Source: an optimization exercise on an open RTL-to-GDS flow (aim: a short achievable clock period and few clock cycles). Production flows keep margins and buffers that such runs may drop.
In this exercise RTL edits were held to simulation tests only and were not proved equivalent to the original.
The flow treats the clock pin as an ideal source, which a real chip does not have.
Power and IR drop assume default switching activity.

// rattlesnake_core
module rattlesnake_core (
    input  logic        clk,
    input  logic        arst_n_i,
    input  logic        start_i,
    input  logic [31:0] start_address_i,
    input  logic [31:0] mem_read_data_i,
    input  logic        mem_read_ack_i,
    output logic        mem_read_en_o,
    output logic [13:0] mem_addr_o,
    output logic        processor_paused_o,
    output logic [31:0] peek_pc_o,
    output logic [31:0] peek_ir_o,
    input  logic [4:0]  dbg_reg_addr_i,
    output logic [31:0] dbg_reg_data_o
);
For scale: about 9200 cells after synthesis, ~1200 flip-flops, roughly 190 I/O pins, ~0.083 mm² of cells after synthesis.
==> module rattlesnake_core, before the edit <==
module rattlesnake_core (
    input  logic        clk,
    input  logic        arst_n_i,
    input  logic        start_i,
    input  logic [31:0] start_address_i,
    input  logic [31:0] mem_read_data_i,
    input  logic        mem_read_ack_i,
    output logic        mem_read_en_o,
    output logic [13:0] mem_addr_o,
    output logic        processor_paused_o,
    output logic [31:0] peek_pc_o,
    output logic [31:0] peek_ir_o,
    input  logic [4:0]  dbg_reg_addr_i,
    output logic [31:0] dbg_reg_data_o
);
    localparam logic [31:0] WFI_WORD = 32'h1050_0073;
    logic        running;    
    logic [31:0] wfi_pc_q;   
    logic        wfi_q;      
    logic        e_valid;    
    logic        e_we;       
    logic [4:0]  e_rd;
    logic [31:0] e_a, e_b;   
    logic [31:0] c_a, c_b;   
    logic        e_sub, e_sra;
    logic [2:0]  e_f3;       
    logic        e_jal;
    logic        c_eq, c_ne, c_lt, c_ge, c_ltu, c_geu;   
    logic [31:0] e_pc;       
    logic [31:0] e_imm;      
    logic [31:0] regs [32];
    logic [31:0] sum, alu_res, wdata;
    logic        wen;
    logic [4:0]  shamt;
    logic        eq, lt, ltu, redirect;
    assign shamt = e_b[4:0];
    assign sum   = e_sub ? e_a - e_b : e_a + e_b;
    logic a_eq, a_lt, a_ltu;
    fast_cmp u_alu_cmp (
        .a_i   (e_a),
        .b_i   (e_b),
        .eq_o  (a_eq),
        .lt_o  (a_lt),
        .ltu_o (a_ltu)
    );
    fast_cmp u_cmp (
        .a_i   (c_a),
        .b_i   (c_b),
        .eq_o  (eq),
        .lt_o  (lt),
        .ltu_o (ltu)
    );
    always_comb begin
        case (e_f3)
            3'b000:  alu_res = sum;
            3'b001:  alu_res = e_a << shamt;
            3'b010:  alu_res = {31'b0, a_lt};
            3'b011:  alu_res = {31'b0, a_ltu};
            3'b100:  alu_res = e_a ^ e_b;
            3'b101:  alu_res = e_sra ? 32'($signed(e_a) >>> shamt) : e_a >> shamt;
            3'b110:  alu_res = e_a | e_b;
            default: alu_res = e_a & e_b;
        endcase
    end
    assign wdata = alu_res;
    assign wen   = e_valid && e_we;
    logic [1023:0] regs_flat;
    assign regs[0] = '0;
    for (genvar i = 0; i < 32; i++) begin : g_flat
        assign regs_flat[32*i +: 32] = regs[i];
    end
    for (genvar i = 1; i < 32; i++) begin : g_reg
        always_ff @(posedge clk or negedge arst_n_i) begin
            if (!arst_n_i) begin
                regs[i] <= '0;
            end else if (wen && e_rd == 5'(i)) begin
                regs[i] <= wdata;
            end
        end
    end
    logic [31:0] fpc, e_seq, e_tgt;
    assign e_seq         = e_pc + 32'd4;
    assign e_tgt         = e_pc + e_imm;
    assign redirect      = e_jal || (c_eq && eq) || (c_ne && !eq) || (c_lt && lt) ||
                           (c_ge && !lt) || (c_ltu && ltu) || (c_geu && !ltu);
    assign fpc           = redirect ? e_tgt : e_seq;
    assign mem_read_en_o = running;
    assign mem_addr_o    = fpc[15:2];
    logic [31:0] d;
    logic [6:0]  d_opc;
    logic [2:0]  d_f3;
    logic [4:0]  d_rd, d_rs1a, d_rs2a;
    logic        d_op, d_opimm, d_lui, d_jal, d_br, d_wfi;
    logic [31:0] d_imm_i, d_imm_u, d_imm_j, d_imm_b;
    logic [31:0] d_rs1, d_rs2;
    assign d       = mem_read_data_i;
    assign d_opc   = d[6:0];
    assign d_f3    = d[14:12];
    assign d_rd    = d[11:7];
    assign d_rs1a  = d[19:15];
    assign d_rs2a  = d[24:20];
    assign d_op    = (d_opc == 7'b0110011);
    assign d_opimm = (d_opc == 7'b0010011);
    assign d_lui   = (d_opc == 7'b0110111);
    assign d_jal   = (d_opc == 7'b1101111);
    assign d_br    = (d_opc == 7'b1100011);
    assign d_wfi   = (d == WFI_WORD);
    assign d_imm_i = {{20{d[31]}}, d[31:20]};
    assign d_imm_u = {d[31:12], 12'b0};
    assign d_imm_j = {{12{d[31]}}, d[19:12], d[20], d[30:21], 1'b0};
    assign d_imm_b = {{20{d[31]}}, d[7], d[30:25], d[11:8], 1'b0};
    logic [31:0] rf_rs1, rf_rs2;
    rf_mux u_rd_rs1 (.regs_i(regs_flat), .addr_i(d_rs1a), .data_o(rf_rs1));
    rf_mux u_rd_rs2 (.regs_i(regs_flat), .addr_i(d_rs2a), .data_o(rf_rs2));
    assign d_rs1 = (wen && e_rd == d_rs1a) ? wdata : rf_rs1;
    assign d_rs2 = (wen && e_rd == d_rs2a) ? wdata : rf_rs2;
    always_ff @(posedge clk or negedge arst_n_i) begin
        if (!arst_n_i) begin
            running  <= 1'b0;
            wfi_pc_q <= '0;
            wfi_q    <= 1'b0;
            e_valid  <= 1'b0;
            e_we     <= 1'b0;
            e_rd     <= '0;
            e_a      <= '0;
            e_b      <= '0;
            c_a      <= '0;
            c_b      <= '0;
            e_sub    <= 1'b0;
            e_sra    <= 1'b0;
            e_f3     <= '0;
            e_jal    <= 1'b0;
            c_eq     <= 1'b0;
            c_ne     <= 1'b0;
            c_lt     <= 1'b0;
            c_ge     <= 1'b0;
            c_ltu    <= 1'b0;
            c_geu    <= 1'b0;
            e_pc     <= '0;
            e_imm    <= '0;
        end else if (!running) begin
            e_valid <= 1'b0;
            if (start_i) begin
                running <= 1'b1;
                e_jal   <= 1'b1;
                c_eq    <= 1'b0;
                c_ne    <= 1'b0;
                c_lt    <= 1'b0;
                c_ge    <= 1'b0;
                c_ltu   <= 1'b0;
                c_geu   <= 1'b0;
                e_pc    <= start_address_i;
                e_imm   <= '0;
            end
        end else begin
            e_valid <= mem_read_ack_i;
            if (mem_read_ack_i) begin
                e_we  <= (d_op || d_opimm || d_lui || d_jal) && (d_rd != 5'd0);
                e_rd  <= d_rd;
                e_a   <= d_lui ? 32'd0 : d_jal ? fpc : d_rs1;
                e_b   <= d_op ? d_rs2 : d_opimm ? d_imm_i : d_lui ? d_imm_u : 32'd4;
                if (d_br) begin
                    c_a <= d_rs1;
                    c_b <= d_rs2;
                end
                e_sub <= d_op && d[30] && d_f3 == 3'b000;
                e_sra <= d[30];
                e_f3  <= (d_op || d_opimm) ? d_f3 : 3'b000;
                e_jal <= d_jal;
                c_eq  <= d_br && d_f3 == 3'b000;
                c_ne  <= d_br && d_f3 == 3'b001;
                c_lt  <= d_br && d_f3 == 3'b100;
                c_ge  <= d_br && d_f3 == 3'b101;
                c_ltu <= d_br && d_f3 == 3'b110;
                c_geu <= d_br && d_f3 == 3'b111;
                e_pc  <= fpc;
                e_imm <= d_jal ? d_imm_j : d_imm_b;
                if (d_wfi) begin
                    running  <= 1'b0;
                    wfi_q    <= 1'b1;
                    wfi_pc_q <= fpc;
                end
            end
        end
    end
    assign processor_paused_o = !running;
    assign peek_pc_o          = wfi_pc_q;
    assign peek_ir_o          = wfi_q ? WFI_WORD : 32'd0;
    rf_mux u_rd_dbg (.regs_i(regs_flat), .addr_i(dbg_reg_addr_i), .data_o(dbg_reg_data_o));
endmodule
export LEC_CHECK = 0
export ABC_CLOCK_PERIOD_IN_PS = 3000
export CAP_MARGIN = 20
export CORE_MARGIN = 2
export CORE_UTILIZATION = 30
export PLACE_DENSITY = 0.5
export SETUP_SLACK_MARGIN = 5
export SLEW_MARGIN = 20
create_clock -name core_clock -period 11.0 [get_ports {clk}]
standard.sh (not shown) runs the stock make flow with config.mk's settings and CLKGATE_MAP_FILE= SYNTH_SCRIPT=/design/flow/synth_recipe.tcl, a recipe that flattens the netlist after the stock synthesis.
==> flow/flow/run.sh <==
#!/bin/bash
# standard flow up to clock tree synthesis, then extra gate sizing on the
# worst paths (flow/size.tcl), then the standard flow to the end.
# Each tool's output goes to a log file of its own in this folder.
set -euo pipefail
RESULTS=$PWD/orfs/results/$FLOW_PLATFORM/rattlesnake_core/base
bash standard.sh cts > log_1_standard_to_cts.log 2>&1
RESULTS=$RESULTS SIZE_ITERS=200 SIZE_SECONDS=600 \
  openroad -no_init -exit flow/size_step.tcl > log_2_sizing.log 2>&1
bash standard.sh finish > log_3_standard_finish.log 2>&1
ls -l out/final.def
Other scripts of this flow, unchanged in this note and not shown: flow/flow/size.tcl, flow/flow/size_step.tcl
Testbench counts at the start, summed over its fixed seeds: cycles 21,810.
Change:
--- a/flow/design.v
+++ b/flow/design.v
@@ -154,11 +154,10 @@
     logic        wfi_q;      
     logic        e_valid;    
     logic        e_we;       
     logic [4:0]  e_rd;
     logic [31:0] e_a, e_b;   
-    logic [31:0] c_a, c_b;   
     logic        e_sub, e_sra;
     logic [2:0]  e_f3;       
     logic        e_jal;
     logic        c_eq, c_ne, c_lt, c_ge, c_ltu, c_geu;   
     logic [31:0] e_pc;       
@@ -168,31 +167,23 @@
     logic        wen;
     logic [4:0]  shamt;
     logic        eq, lt, ltu, redirect;
     assign shamt = e_b[4:0];
     assign sum   = e_sub ? e_a - e_b : e_a + e_b;
-    logic a_eq, a_lt, a_ltu;
-    fast_cmp u_alu_cmp (
+    fast_cmp u_cmp (
         .a_i   (e_a),
         .b_i   (e_b),
-        .eq_o  (a_eq),
-        .lt_o  (a_lt),
-        .ltu_o (a_ltu)
-    );
-    fast_cmp u_cmp (
-        .a_i   (c_a),
-        .b_i   (c_b),
         .eq_o  (eq),
         .lt_o  (lt),
         .ltu_o (ltu)
     );
     always_comb begin
         case (e_f3)
             3'b000:  alu_res = sum;
             3'b001:  alu_res = e_a << shamt;
-            3'b010:  alu_res = {31'b0, a_lt};
-            3'b011:  alu_res = {31'b0, a_ltu};
+            3'b010:  alu_res = {31'b0, lt};
+            3'b011:  alu_res = {31'b0, ltu};
             3'b100:  alu_res = e_a ^ e_b;
             3'b101:  alu_res = e_sra ? 32'($signed(e_a) >>> shamt) : e_a >> shamt;
             3'b110:  alu_res = e_a | e_b;
             default: alu_res = e_a & e_b;
         endcase
@@ -257,12 +248,10 @@
             e_valid  <= 1'b0;
             e_we     <= 1'b0;
             e_rd     <= '0;
             e_a      <= '0;
             e_b      <= '0;
-            c_a      <= '0;
-            c_b      <= '0;
             e_sub    <= 1'b0;
             e_sra    <= 1'b0;
             e_f3     <= '0;
             e_jal    <= 1'b0;
             c_eq     <= 1'b0;
@@ -291,15 +280,11 @@
             e_valid <= mem_read_ack_i;
             if (mem_read_ack_i) begin
                 e_we  <= (d_op || d_opimm || d_lui || d_jal) && (d_rd != 5'd0);
                 e_rd  <= d_rd;
                 e_a   <= d_lui ? 32'd0 : d_jal ? fpc : d_rs1;
-                e_b   <= d_op ? d_rs2 : d_opimm ? d_imm_i : d_lui ? d_imm_u : 32'd4;
-                if (d_br) begin
-                    c_a <= d_rs1;
-                    c_b <= d_rs2;
-                end
+                e_b   <= (d_op || d_br) ? d_rs2 : d_opimm ? d_imm_i : d_lui ? d_imm_u : 32'd4;
                 e_sub <= d_op && d[30] && d_f3 == 3'b000;
                 e_sra <= d[30];
                 e_f3  <= (d_op || d_opimm) ? d_f3 : 3'b000;
                 e_jal <= d_jal;
                 c_eq  <= d_br && d_f3 == 3'b000;
What happened:
- The changed run finished clean
- utilization came out higher by 0.33 points
- fmax went up by 1.3%
- total power came out higher by 22%
- clock skew fell by 0.045 ns
- global-route usage increases by 1.2 points
- via count came out lower by 4.4%
- routed wire length climbs by 0.51%
- sequential cell count falls by 64
Testbench counts after the change, summed over its fixed seeds: cycles 21,810.

re-timing with driven ports:
The results above use ideal ports. As a check the final layouts listed here were re-extracted and re-timed, cells and wires unchanged.
Step 1 (the two cells are an assumption about what drives the block):
set clk [get_ports {clk}]
set_driving_cell -lib_cell sky130_fd_sc_hd__clkbuf_16 $clk
set_driving_cell -lib_cell sky130_fd_sc_hd__buf_2 [delete_from_list [all_inputs] $clk]
Step 2, shift: input delay + t, output delay - t, t = (earliest + latest rising clock arrival at the registers) / 2. This alone moves slack from input paths to output paths.
Slacks: ideal ports / drivers / drivers and shift; pairs: ideal ports / drivers.
run	shift t [ns]	slack for setup (ns)	worst setup path at the end	slew at the worst register clock pin (ns)
the first run	0.933	4.716 / 4.146 / 3.822	input to register	0.07 / 0.07
the second run	0.895	4.795 / 4.258 / 3.962	input to register	0.07 / 0.07
After both steps setup and hold are still met in every run listed. For the first run, which loses most, drivers alone change the setup slack by -0.570 ns; drivers and shift together by -0.894 ns.
